From an optimization exercise on the open Yosys and OpenROAD flow, aimed at small area, a short achievable clock period and few clock cycles per item; shortcuts taken in it are not production practice. Only simulation tests tie the RTL to the original design; equivalence was not proved.

==> wip/raven <==
Design admm_top, start of the top module:
module admm_top (
    input  logic        clk,
    input  logic        rst,
    input  logic        chipselect,
    input  logic        read,
    input  logic        write,
    input  logic [7:0]  addr,
    input  logic [31:0] writedata,
    output logic [31:0] readdata
);
==> flow/config.mk <==
export PLATFORM = sky130hd
export DESIGN_NAME = admm_top
export DESIGN_NICKNAME = admm_top
export VERILOG_FILES = /design/flow/design.v
export SDC_FILE = /design/flow/constraint.sdc
export NUM_CORES = 4
export LEC_CHECK = 0
export CAP_MARGIN = 20
export CORE_MARGIN = 2
export CORE_UTILIZATION = 40
export SLEW_MARGIN = 20
==> flow/constraint.sdc <==
create_clock -name core_clock -period 13.0 [get_ports {clk}]
set_input_delay 2.6000 -clock core_clock [delete_from_list [all_inputs] [get_ports {clk}]]
set_output_delay 2.6000 -clock core_clock [all_outputs]
set_load 0.01 [all_outputs]
standard.sh (not shown) runs the stock make flow with config.mk's settings and CLKGATE_MAP_FILE= SYNTH_SCRIPT=/design/flow/synth_recipe.tcl, a recipe that flattens the netlist after the stock synthesis.
==> flow/flow/run.sh <==
#!/bin/bash
# Standard layout, with timing repair aiming for extra setup slack so the
# critical paths are sized for a shorter period than the 13 ns constraint.
set -euo pipefail
bash standard.sh finish SETUP_SLACK_MARGIN=8.5 > flow_make.log 2>&1
==> wip/quartz: changes against wip/raven <==
--- a/flow/design.v
+++ b/flow/design.v
@@ -112,31 +112,41 @@
 module admm_absdiff (
     input  logic signed [15:0] a_i,
     input  logic signed [15:0] b_i,
     output logic        [15:0] m_o
 );
     logic [17:0] p;
-    logic [17:0] n;
+    logic [15:0] c;
+    logic [15:0] t;
+    logic [15:0] tn;
     always_comb begin
-        p   = admm_pkg::ks_add18({{2{a_i[15]}}, a_i}, ~{{2{b_i[15]}}, b_i}, 1'b1);
-        n   = admm_pkg::ks_add18({{2{b_i[15]}}, b_i}, ~{{2{a_i[15]}}, a_i}, 1'b1);
-        m_o = p[17] ? n[15:0] : p[15:0];
+        p = admm_pkg::ks_add18({{2{a_i[15]}}, a_i}, ~{{2{b_i[15]}}, b_i}, 1'b1);
+        c = ~p[15:0];
+        t = c;
+        for (int d = 1; d < 16; d = d * 2) begin
+            tn = t;
+            for (int i = d; i < 16; i++) tn[i] = t[i] & t[i-d];
+            t = tn;
+        end
+        m_o = p[17] ? (c ^ {t[14:0], 1'b1}) : p[15:0];
     end
 endmodule
 module admm_max3 (
     input  logic [15:0] acc_i,
     input  logic        first_i,
     input  logic [15:0] m0_i,
     input  logic [15:0] m1_i,
+    output logic [15:0] m01_o,
     output logic [15:0] m_o
 );
     logic c01, c0a, c1a;
     always_comb begin
-        c01 = m0_i >= m1_i;
-        c0a = first_i || (m0_i >= acc_i);
-        c1a = first_i || (m1_i >= acc_i);
+        c01   = m0_i >= m1_i;
+        c0a   = first_i || (m0_i >= acc_i);
+        c1a   = first_i || (m1_i >= acc_i);
+        m01_o = c01 ? m0_i : m1_i;
         if (c01 && c0a)       m_o = m0_i;
         else if (!c01 && c1a) m_o = m1_i;
         else                  m_o = acc_i;
     end
 endmodule
 `timescale 1ns/1ps
@@ -153,18 +163,15 @@
     localparam int N = 8;
     localparam int L = 2;
     logic [15:0] ref_r [N];
     logic [15:0] lo_r  [N];
     logic [15:0] hi_r  [N];
     logic [15:0] x_r   [N];
-    logic [15:0] z_r   [N];
     logic [15:0] tol_r;
     logic [15:0] max_r;
     logic [15:0] iter_r;
-    logic [15:0] pri_r;
-    logic [15:0] dual_r;
     logic        busy_r;
     logic        done_r;
     logic        conv_r;
     logic        it0_r;
     logic        last_r;
     logic [1:0]  ph_r;
@@ -196,12 +203,13 @@
     logic [15:0] q3_y  [L];
     logic [15:0] q4_x  [L];
     logic [15:0] q4_z  [L];
     logic [15:0] q4_md [L];
     logic [15:0] q4_me [L];
     logic [15:0] q4_y  [L];
+    logic [15:0] q4_zo [L];
     logic [15:0] q1_z  [L];
     logic [15:0] q1_y  [L];
     logic [15:0] q1_r  [L];
     logic [15:0] s1_x  [L];
     logic [15:0] s1_z  [L];
     logic [15:0] s1_y  [L];
@@ -222,23 +230,29 @@
         for (int i = 0; i < N; i++) begin
             ref_p[16*i +: 16] = ref_r[i];
             lo_p[16*i +: 16]  = lo_r[i];
             hi_p[16*i +: 16]  = hi_r[i];
         end
     end
-    logic clr;
+    logic       zmask;
+    logic       zmask_r;
+    logic       t2_it0_r, t3_it0_r;
     logic [1:0] ph_nx;
-    assign ph_nx = busy_r ? ph_r + 2'd1 : {1'b0, start_now};
-    assign clr = !busy_r || (it0_r && ph_r != 2'd3);
+    assign ph_nx = busy_r ? ph_r + 2'd1 : 2'd1;
+    always_ff @(posedge clk or posedge rst) begin
+        if (rst) zmask_r <= 1'b1;
+        else     zmask_r <= start_now || !busy_r || stop || (it0_r && ph_r != 2'd3);
+    end
+    assign zmask = zmask_r;
     genvar g;
     generate
         for (g = 0; g < L; g++) begin : g_lane
-            assign s1_z[g] = q1_z[g];
-            assign s1_y[g] = q1_y[g];
+            assign s1_z[g] = zmask ? 16'd0 : q1_z[g];
+            assign s1_y[g] = zmask ? 16'd0 : q1_y[g];
             admm_stage1 u_s1 (
-                .ref_i (q1_r[g]),
+                .ref_i (busy_r ? q1_r[g] : ref_r[g]),
                 .z_i   (s1_z[g]),
                 .y_i   (s1_y[g]),
                 .x_o   (s1_x[g])
             );
             admm_stage2 u_s2 (
                 .x_i  (q2_x[g]),
@@ -246,58 +260,71 @@
                 .lo_i (q2_lo[g]),
                 .hi_i (q2_hi[g]),
                 .z_o  (s2_z[g]),
                 .y_o  (s2_y[g])
             );
             admm_absdiff u_d (.a_i(q3_x[g]), .b_i(q3_z[g]),  .m_o(s3_md[g]));
-            admm_absdiff u_e (.a_i(q3_z[g]), .b_i(q3_zo[g]), .m_o(s3_me[g]));
+            admm_absdiff u_e (.a_i(q3_z[g]), .b_i(t3_it0_r ? 16'd0 : q3_zo[g]), .m_o(s3_me[g]));
         end
     endgenerate
     always_ff @(posedge clk) begin
         for (int j = 0; j < L; j++) begin
             q2_x[j]  <= s1_x[j];
             q2_y[j]  <= s1_y[j];
-            q2_zo[j] <= s1_z[j];
             q2_lo[j] <= pick(lo_p, ph_r, j);
             q2_hi[j] <= pick(hi_p, ph_r, j);
             q3_x[j]  <= q2_x[j];
             q3_z[j]  <= s2_z[j];
-            q3_zo[j] <= q2_zo[j];
             q3_y[j]  <= s2_y[j];
             q4_x[j]  <= q3_x[j];
             q4_z[j]  <= q3_z[j];
             q4_md[j] <= s3_md[j];
             q4_me[j] <= s3_me[j];
             q4_y[j]  <= q3_y[j];
-            q1_r[j]  <= (cfg_wr && addr == 8'(8 + j)) ? writedata[15:0] : pick(ref_p, ph_nx, j);
-            q1_z[j]  <= clr ? 16'd0 : q4_z[j];
-            q1_y[j]  <= clr ? 16'd0 : q4_y[j];
+            q1_r[j]  <= pick(ref_p, ph_nx, j);
+            q1_y[j]  <= q4_y[j];
+            if (busy_r) begin
+                q1_z[j]  <= q4_z[j];
+                q2_zo[j] <= q1_z[j];
+                q3_zo[j] <= q2_zo[j];
+                q4_zo[j] <= q3_zo[j];
+            end
         end
+        t2_it0_r <= zmask;
+        t3_it0_r <= t2_it0_r;
     end
     logic        ok_pair;
     logic        ok_acc_r;
     logic        conv_all;
     logic        it_end;
     logic [15:0] acc_p_r;
     logic [15:0] acc_d_r;
     logic [15:0] f_p;
     logic [15:0] f_d;
     logic        first4;
-    assign ok_pair  = (q4_md[0] <= tol_r) && (q4_me[0] <= tol_r) &&
-                      (q4_md[1] <= tol_r) && (q4_me[1] <= tol_r);
+    logic [15:0] m_p;
+    logic [15:0] m_d;
+    admm_max3 u_max_p (.acc_i(acc_p_r), .first_i(first4), .m0_i(q4_md[0]), .m1_i(q4_md[1]), .m01_o(m_p), .m_o(f_p));
+    admm_max3 u_max_d (.acc_i(acc_d_r), .first_i(first4), .m0_i(q4_me[0]), .m1_i(q4_me[1]), .m01_o(m_d), .m_o(f_d));
+    assign ok_pair  = (m_p <= tol_r) && (m_d <= tol_r);
     assign first4   = (p4_r == 2'd0);
     assign conv_all = ok_pair && (first4 || ok_acc_r);
     assign it_end   = v4_r && (p4_r == 2'd3);
     assign stop     = it_end && (conv_all || last_r);
-    admm_max3 u_max_p (.acc_i(acc_p_r), .first_i(first4), .m0_i(q4_md[0]), .m1_i(q4_md[1]), .m_o(f_p));
-    admm_max3 u_max_d (.acc_i(acc_d_r), .first_i(first4), .m0_i(q4_me[0]), .m1_i(q4_me[1]), .m_o(f_d));
     always_ff @(posedge clk) begin
-        acc_p_r  <= f_p;
-        acc_d_r  <= f_d;
         ok_acc_r <= conv_all;
     end
+    always_ff @(posedge clk or posedge rst) begin
+        if (rst) begin
+            acc_p_r <= '0;
+            acc_d_r <= '0;
+        end else if (v4_r) begin
+            acc_p_r <= f_p;
+            acc_d_r <= f_d;
+        end
+    end
     logic [15:0] limit;
     assign limit = (max_r == 16'd0) ? 16'd1 : max_r;
     always_ff @(posedge clk or posedge rst) begin
         if (rst) begin
             busy_r <= 1'b0;
             done_r <= 1'b0;
@@ -309,14 +336,12 @@
             v2_r   <= 1'b0;
             v3_r   <= 1'b0;
             v4_r   <= 1'b0;
             p2_r   <= '0;
             p3_r   <= '0;
             p4_r   <= '0;
-            pri_r  <= '0;
-            dual_r <= '0;
             tol_r  <= '0;
             max_r  <= 16'd1;
         end else begin
             v2_r   <= issue && !stop;
             v3_r   <= v2_r && !stop;
             v4_r   <= v3_r && !stop;
@@ -333,14 +358,12 @@
                 ph_r   <= 2'd1;
             end else if (busy_r) begin
                 ph_r <= ph_r + 2'd1;
                 if (ph_r == 2'd3) it0_r <= 1'b0;
                 if (it_end) begin
                     iter_r <= iter_r + 16'd1;
-                    pri_r  <= f_p;
-                    dual_r <= f_d;
                 end
                 if (stop) begin
                     busy_r <= 1'b0;
                     done_r <= 1'b1;
                     conv_r <= conv_all;
                     ph_r   <= '0;
@@ -351,13 +374,12 @@
         end
     end
     always_ff @(posedge clk) begin
         for (int i = 0; i < N; i++) begin
             if (v4_r && p4_r == 2'(i / 2)) begin
                 x_r[i] <= q4_x[i % 2];
-                z_r[i] <= q4_z[i % 2];
             end
             if (cfg_wr && blk == 5'd1 && elem == 3'(i)) ref_r[i] <= writedata[15:0];
             if (cfg_wr && blk == 5'd2 && elem == 3'(i)) lo_r[i]  <= writedata[15:0];
             if (cfg_wr && blk == 5'd3 && elem == 3'(i)) hi_r[i]  <= writedata[15:0];
         end
     end
@@ -370,22 +392,30 @@
             5'd0: begin
                 case (elem)
                     3'd1: rd_val = stop ? {13'd0, conv_all, 2'b10} : {13'd0, conv_r, done_r, busy_r};
                     3'd2: rd_val = iter_r;
                     3'd3: rd_val = tol_r;
                     3'd4: rd_val = max_r;
-                    3'd5: rd_val = pri_r;
-                    3'd6: rd_val = dual_r;
+                    3'd5: rd_val = acc_p_r;
+                    3'd6: rd_val = acc_d_r;
                     default: rd_val = '0;
                 endcase
             end
             5'd1: begin rd_val = ref_r[elem]; rd_sx = 1'b1; end
             5'd2: begin rd_val = lo_r[elem];  rd_sx = 1'b1; end
             5'd3: begin rd_val = hi_r[elem];  rd_sx = 1'b1; end
             5'd4: begin rd_val = x_r[elem];   rd_sx = 1'b1; end
-            5'd5: begin rd_val = z_r[elem];   rd_sx = 1'b1; end
+            5'd5: begin
+                case (elem[2:1])
+                    2'd0: rd_val = q4_zo[elem[0]];
+                    2'd1: rd_val = q3_zo[elem[0]];
+                    2'd2: rd_val = q2_zo[elem[0]];
+                    default: rd_val = q1_z[elem[0]];
+                endcase
+                rd_sx = 1'b1;
+            end
             default: ;
         endcase
     end
     always_ff @(posedge clk) begin
         rd_lo <= rd_val;
         rd_hi <= rd_sx && rd_val[15];
==> flow/flow/run.sh (replaced) <==
#!/bin/bash
# Standard layout, with timing repair aiming for extra setup slack so the
# critical paths are sized for a shorter period than the 13 ns constraint.
set -euo pipefail
bash standard.sh finish SETUP_SLACK_MARGIN=8.75 > flow_make.log 2>&1
==> wip/amber: changes against wip/raven <==
--- a/flow/design.v
+++ b/flow/design.v
@@ -112,31 +112,41 @@
 module admm_absdiff (
     input  logic signed [15:0] a_i,
     input  logic signed [15:0] b_i,
     output logic        [15:0] m_o
 );
     logic [17:0] p;
-    logic [17:0] n;
+    logic [15:0] c;
+    logic [15:0] t;
+    logic [15:0] tn;
     always_comb begin
-        p   = admm_pkg::ks_add18({{2{a_i[15]}}, a_i}, ~{{2{b_i[15]}}, b_i}, 1'b1);
-        n   = admm_pkg::ks_add18({{2{b_i[15]}}, b_i}, ~{{2{a_i[15]}}, a_i}, 1'b1);
-        m_o = p[17] ? n[15:0] : p[15:0];
+        p = admm_pkg::ks_add18({{2{a_i[15]}}, a_i}, ~{{2{b_i[15]}}, b_i}, 1'b1);
+        c = ~p[15:0];
+        t = c;
+        for (int d = 1; d < 16; d = d * 2) begin
+            tn = t;
+            for (int i = d; i < 16; i++) tn[i] = t[i] & t[i-d];
+            t = tn;
+        end
+        m_o = p[17] ? (c ^ {t[14:0], 1'b1}) : p[15:0];
     end
 endmodule
 module admm_max3 (
     input  logic [15:0] acc_i,
     input  logic        first_i,
     input  logic [15:0] m0_i,
     input  logic [15:0] m1_i,
+    output logic [15:0] m01_o,
     output logic [15:0] m_o
 );
     logic c01, c0a, c1a;
     always_comb begin
-        c01 = m0_i >= m1_i;
-        c0a = first_i || (m0_i >= acc_i);
-        c1a = first_i || (m1_i >= acc_i);
+        c01   = m0_i >= m1_i;
+        c0a   = first_i || (m0_i >= acc_i);
+        c1a   = first_i || (m1_i >= acc_i);
+        m01_o = c01 ? m0_i : m1_i;
         if (c01 && c0a)       m_o = m0_i;
         else if (!c01 && c1a) m_o = m1_i;
         else                  m_o = acc_i;
     end
 endmodule
 `timescale 1ns/1ps
@@ -153,18 +163,15 @@
     localparam int N = 8;
     localparam int L = 2;
     logic [15:0] ref_r [N];
     logic [15:0] lo_r  [N];
     logic [15:0] hi_r  [N];
     logic [15:0] x_r   [N];
-    logic [15:0] z_r   [N];
     logic [15:0] tol_r;
     logic [15:0] max_r;
     logic [15:0] iter_r;
-    logic [15:0] pri_r;
-    logic [15:0] dual_r;
     logic        busy_r;
     logic        done_r;
     logic        conv_r;
     logic        it0_r;
     logic        last_r;
     logic [1:0]  ph_r;
@@ -196,12 +203,13 @@
     logic [15:0] q3_y  [L];
     logic [15:0] q4_x  [L];
     logic [15:0] q4_z  [L];
     logic [15:0] q4_md [L];
     logic [15:0] q4_me [L];
     logic [15:0] q4_y  [L];
+    logic [15:0] q4_zo [L];
     logic [15:0] q1_z  [L];
     logic [15:0] q1_y  [L];
     logic [15:0] q1_r  [L];
     logic [15:0] s1_x  [L];
     logic [15:0] s1_z  [L];
     logic [15:0] s1_y  [L];
@@ -222,21 +230,27 @@
         for (int i = 0; i < N; i++) begin
             ref_p[16*i +: 16] = ref_r[i];
             lo_p[16*i +: 16]  = lo_r[i];
             hi_p[16*i +: 16]  = hi_r[i];
         end
     end
-    logic clr;
+    logic       zmask;
+    logic       zmask_r;
+    logic       t2_it0_r, t3_it0_r;
     logic [1:0] ph_nx;
     assign ph_nx = busy_r ? ph_r + 2'd1 : {1'b0, start_now};
-    assign clr = !busy_r || (it0_r && ph_r != 2'd3);
+    always_ff @(posedge clk or posedge rst) begin
+        if (rst) zmask_r <= 1'b1;
+        else     zmask_r <= start_now || !busy_r || stop || (it0_r && ph_r != 2'd3);
+    end
+    assign zmask = zmask_r;
     genvar g;
     generate
         for (g = 0; g < L; g++) begin : g_lane
-            assign s1_z[g] = q1_z[g];
-            assign s1_y[g] = q1_y[g];
+            assign s1_z[g] = zmask ? 16'd0 : q1_z[g];
+            assign s1_y[g] = zmask ? 16'd0 : q1_y[g];
             admm_stage1 u_s1 (
                 .ref_i (q1_r[g]),
                 .z_i   (s1_z[g]),
                 .y_i   (s1_y[g]),
                 .x_o   (s1_x[g])
             );
@@ -246,58 +260,73 @@
                 .lo_i (q2_lo[g]),
                 .hi_i (q2_hi[g]),
                 .z_o  (s2_z[g]),
                 .y_o  (s2_y[g])
             );
             admm_absdiff u_d (.a_i(q3_x[g]), .b_i(q3_z[g]),  .m_o(s3_md[g]));
-            admm_absdiff u_e (.a_i(q3_z[g]), .b_i(q3_zo[g]), .m_o(s3_me[g]));
+            admm_absdiff u_e (.a_i(q3_z[g]), .b_i(t3_it0_r ? 16'd0 : q3_zo[g]), .m_o(s3_me[g]));
         end
     endgenerate
     always_ff @(posedge clk) begin
         for (int j = 0; j < L; j++) begin
             q2_x[j]  <= s1_x[j];
             q2_y[j]  <= s1_y[j];
-            q2_zo[j] <= s1_z[j];
             q2_lo[j] <= pick(lo_p, ph_r, j);
             q2_hi[j] <= pick(hi_p, ph_r, j);
             q3_x[j]  <= q2_x[j];
             q3_z[j]  <= s2_z[j];
-            q3_zo[j] <= q2_zo[j];
             q3_y[j]  <= s2_y[j];
             q4_x[j]  <= q3_x[j];
             q4_z[j]  <= q3_z[j];
             q4_md[j] <= s3_md[j];
             q4_me[j] <= s3_me[j];
             q4_y[j]  <= q3_y[j];
-            q1_r[j]  <= (cfg_wr && addr == 8'(8 + j)) ? writedata[15:0] : pick(ref_p, ph_nx, j);
-            q1_z[j]  <= clr ? 16'd0 : q4_z[j];
-            q1_y[j]  <= clr ? 16'd0 : q4_y[j];
+            if (cfg_wr && addr == 8'(8 + j)) q1_r[j] <= writedata[15:0];
+            else if (stop)                   q1_r[j] <= ref_r[j];
+            else                             q1_r[j] <= pick(ref_p, ph_nx, j);
+            q1_y[j]  <= q4_y[j];
+            if (busy_r) begin
+                q1_z[j]  <= q4_z[j];
+                q2_zo[j] <= q1_z[j];
+                q3_zo[j] <= q2_zo[j];
+                q4_zo[j] <= q3_zo[j];
+            end
         end
+        t2_it0_r <= zmask;
+        t3_it0_r <= t2_it0_r;
     end
     logic        ok_pair;
     logic        ok_acc_r;
     logic        conv_all;
     logic        it_end;
     logic [15:0] acc_p_r;
     logic [15:0] acc_d_r;
     logic [15:0] f_p;
     logic [15:0] f_d;
     logic        first4;
-    assign ok_pair  = (q4_md[0] <= tol_r) && (q4_me[0] <= tol_r) &&
-                      (q4_md[1] <= tol_r) && (q4_me[1] <= tol_r);
+    logic [15:0] m_p;
+    logic [15:0] m_d;
+    admm_max3 u_max_p (.acc_i(acc_p_r), .first_i(first4), .m0_i(q4_md[0]), .m1_i(q4_md[1]), .m01_o(m_p), .m_o(f_p));
+    admm_max3 u_max_d (.acc_i(acc_d_r), .first_i(first4), .m0_i(q4_me[0]), .m1_i(q4_me[1]), .m01_o(m_d), .m_o(f_d));
+    assign ok_pair  = (m_p <= tol_r) && (m_d <= tol_r);
     assign first4   = (p4_r == 2'd0);
     assign conv_all = ok_pair && (first4 || ok_acc_r);
     assign it_end   = v4_r && (p4_r == 2'd3);
     assign stop     = it_end && (conv_all || last_r);
-    admm_max3 u_max_p (.acc_i(acc_p_r), .first_i(first4), .m0_i(q4_md[0]), .m1_i(q4_md[1]), .m_o(f_p));
-    admm_max3 u_max_d (.acc_i(acc_d_r), .first_i(first4), .m0_i(q4_me[0]), .m1_i(q4_me[1]), .m_o(f_d));
     always_ff @(posedge clk) begin
-        acc_p_r  <= f_p;
-        acc_d_r  <= f_d;
         ok_acc_r <= conv_all;
     end
+    always_ff @(posedge clk or posedge rst) begin
+        if (rst) begin
+            acc_p_r <= '0;
+            acc_d_r <= '0;
+        end else if (v4_r) begin
+            acc_p_r <= f_p;
+            acc_d_r <= f_d;
+        end
+    end
     logic [15:0] limit;
     assign limit = (max_r == 16'd0) ? 16'd1 : max_r;
     always_ff @(posedge clk or posedge rst) begin
         if (rst) begin
             busy_r <= 1'b0;
             done_r <= 1'b0;
@@ -309,14 +338,12 @@
             v2_r   <= 1'b0;
             v3_r   <= 1'b0;
             v4_r   <= 1'b0;
             p2_r   <= '0;
             p3_r   <= '0;
             p4_r   <= '0;
-            pri_r  <= '0;
-            dual_r <= '0;
             tol_r  <= '0;
             max_r  <= 16'd1;
         end else begin
             v2_r   <= issue && !stop;
             v3_r   <= v2_r && !stop;
             v4_r   <= v3_r && !stop;
@@ -333,14 +360,12 @@
                 ph_r   <= 2'd1;
             end else if (busy_r) begin
                 ph_r <= ph_r + 2'd1;
                 if (ph_r == 2'd3) it0_r <= 1'b0;
                 if (it_end) begin
                     iter_r <= iter_r + 16'd1;
-                    pri_r  <= f_p;
-                    dual_r <= f_d;
                 end
                 if (stop) begin
                     busy_r <= 1'b0;
                     done_r <= 1'b1;
                     conv_r <= conv_all;
                     ph_r   <= '0;
@@ -351,13 +376,12 @@
         end
     end
     always_ff @(posedge clk) begin
         for (int i = 0; i < N; i++) begin
             if (v4_r && p4_r == 2'(i / 2)) begin
                 x_r[i] <= q4_x[i % 2];
-                z_r[i] <= q4_z[i % 2];
             end
             if (cfg_wr && blk == 5'd1 && elem == 3'(i)) ref_r[i] <= writedata[15:0];
             if (cfg_wr && blk == 5'd2 && elem == 3'(i)) lo_r[i]  <= writedata[15:0];
             if (cfg_wr && blk == 5'd3 && elem == 3'(i)) hi_r[i]  <= writedata[15:0];
         end
     end
@@ -370,22 +394,30 @@
             5'd0: begin
                 case (elem)
                     3'd1: rd_val = stop ? {13'd0, conv_all, 2'b10} : {13'd0, conv_r, done_r, busy_r};
                     3'd2: rd_val = iter_r;
                     3'd3: rd_val = tol_r;
                     3'd4: rd_val = max_r;
-                    3'd5: rd_val = pri_r;
-                    3'd6: rd_val = dual_r;
+                    3'd5: rd_val = acc_p_r;
+                    3'd6: rd_val = acc_d_r;
                     default: rd_val = '0;
                 endcase
             end
             5'd1: begin rd_val = ref_r[elem]; rd_sx = 1'b1; end
             5'd2: begin rd_val = lo_r[elem];  rd_sx = 1'b1; end
             5'd3: begin rd_val = hi_r[elem];  rd_sx = 1'b1; end
             5'd4: begin rd_val = x_r[elem];   rd_sx = 1'b1; end
-            5'd5: begin rd_val = z_r[elem];   rd_sx = 1'b1; end
+            5'd5: begin
+                case (elem[2:1])
+                    2'd0: rd_val = q4_zo[elem[0]];
+                    2'd1: rd_val = q3_zo[elem[0]];
+                    2'd2: rd_val = q2_zo[elem[0]];
+                    default: rd_val = q1_z[elem[0]];
+                endcase
+                rd_sx = 1'b1;
+            end
             default: ;
         endcase
     end
     always_ff @(posedge clk) begin
         rd_lo <= rd_val;
         rd_hi <= rd_sx && rd_val[15];
==> flow/flow/run.sh (replaced) <==
#!/bin/bash
# Standard layout, with timing repair aiming for extra setup slack so the
# critical paths are sized for a shorter period than the 13 ns constraint.
set -euo pipefail
bash standard.sh finish SETUP_SLACK_MARGIN=8.65 > flow_make.log 2>&1
==> results.py <==
metrics = {
    "worst_setup_path": {
        "path_delay_family": "compound AO/OA/AOI/OAI gates",
        "r2r-start": "u_solver.q2_x[1][3]$_SDFF_PP1_",
        "critical_path_class": "in -> reg",
    },
    "finish": {
        "utilization_pct": 46.3,
        "stdcell_area_um2": 74300,
    },
    "status": {
        "status": "no timing/DRC/antenna violations",
    },
    "drt": {
        "dr_wl_met2_um": 91700,
    },
    "timing": {
        "skew_ns": 0.0373,
        "fmax_mhz": 212,
    },
    "synthesis": {
        "synth_top_area_share_pct": 29.6,
    },
}
Source of the figures above: wip/raven

==> results.py <==
metrics = {
    "timing": {
        "skew_ns": 0.0381,
        "slew_violations": 0,
    },
    "worst_setup_path": {
        "path_delay_family": "compound AO/OA/AOI/OAI gates",
        "r2r-start": "u_solver.busy_r$_DFF_PP0_",
    },
    "synthesis": {
        "synth_top_area_share_pct": 31.8,
    },
    "place": {
        "hpwl_um": 152000,
    },
    "status": {
        "status": "no timing/DRC/antenna violations",
    },
    "drt": {
        "dr_wl_met2_um": 96200,
    },
    "finish": {
        "stdcell_area_um2": 72400,
        "utilization_pct": 48.3,
    },
}
Source of the figures above: wip/quartz

==> results.py <==
metrics = {
    "status": {
        "status": "no timing/DRC/antenna violations",
    },
    "clock_tree": {
        "cts_setup_buffers": 110,
    },
    "drt": {
        "dr.pass1.iters": 9,
        "dr_wl_met2_um": 93600,
    },
    "synthesis": {
        "synth_top_area_share_pct": 32.2,
    },
    "timing": {
        "fmax_mhz": 209,
        "skew_ns": 0.0478,
    },
    "worst_setup_path": {
        "critical_path_class": "in -> reg",
        "path_delay_family": "simple AND/OR/NAND/NOR gates",
    },
    "finish": {
        "nClkBuffers": 185,
        "stdcell_area_um2": 71600,
        "utilization_pct": 48.4,
    },
    "floorplanning": {
        "die_w_um": 390,
    },
}
Source of the figures above: wip/amber

Testbench counts of wip/raven, summed over its fixed seeds: cycles 12,724, solves 192.
Testbench counts of wip/quartz, summed over its fixed seeds: cycles 12,724, solves 192.
Testbench counts of wip/amber, summed over its fixed seeds: cycles 12,724, solves 192.

-- static timing again, ports no longer ideal --
The results above use ideal ports. As a check the final layouts listed here were re-extracted and re-timed, cells and wires unchanged. Step 1 assumes that a clkbuf_16 drives the clock port and a buf_2 every other input. Step 2 also shifts input and output timing later by t, the mid clock arrival at the registers, as if the neighbouring blocks saw the same clock. Three values: no drivers, after step 1, after step 2; two values: the first two.
run | t, ns | slack for setup (ns) | hold WS [ns] | worst data-port slew with drivers (ns)
wip/raven | 0.855 | 8.284 / 8.027 / 7.173 | 0.320 / 0.320 / 0.320 | 0.33
wip/quartz | 0.885 | 8.472 / 8.448 / 7.563 | 0.324 / 0.324 / 0.324 | 0.29
wip/amber | 0.859 | 8.207 / 8.123 / 7.264 | 0.319 / 0.319 / 0.319 | 0.29
After both steps setup and hold are still met in every run listed. For wip/raven, which loses most, drivers alone change the setup slack by -0.257 ns; drivers and shift together by -1.111 ns.
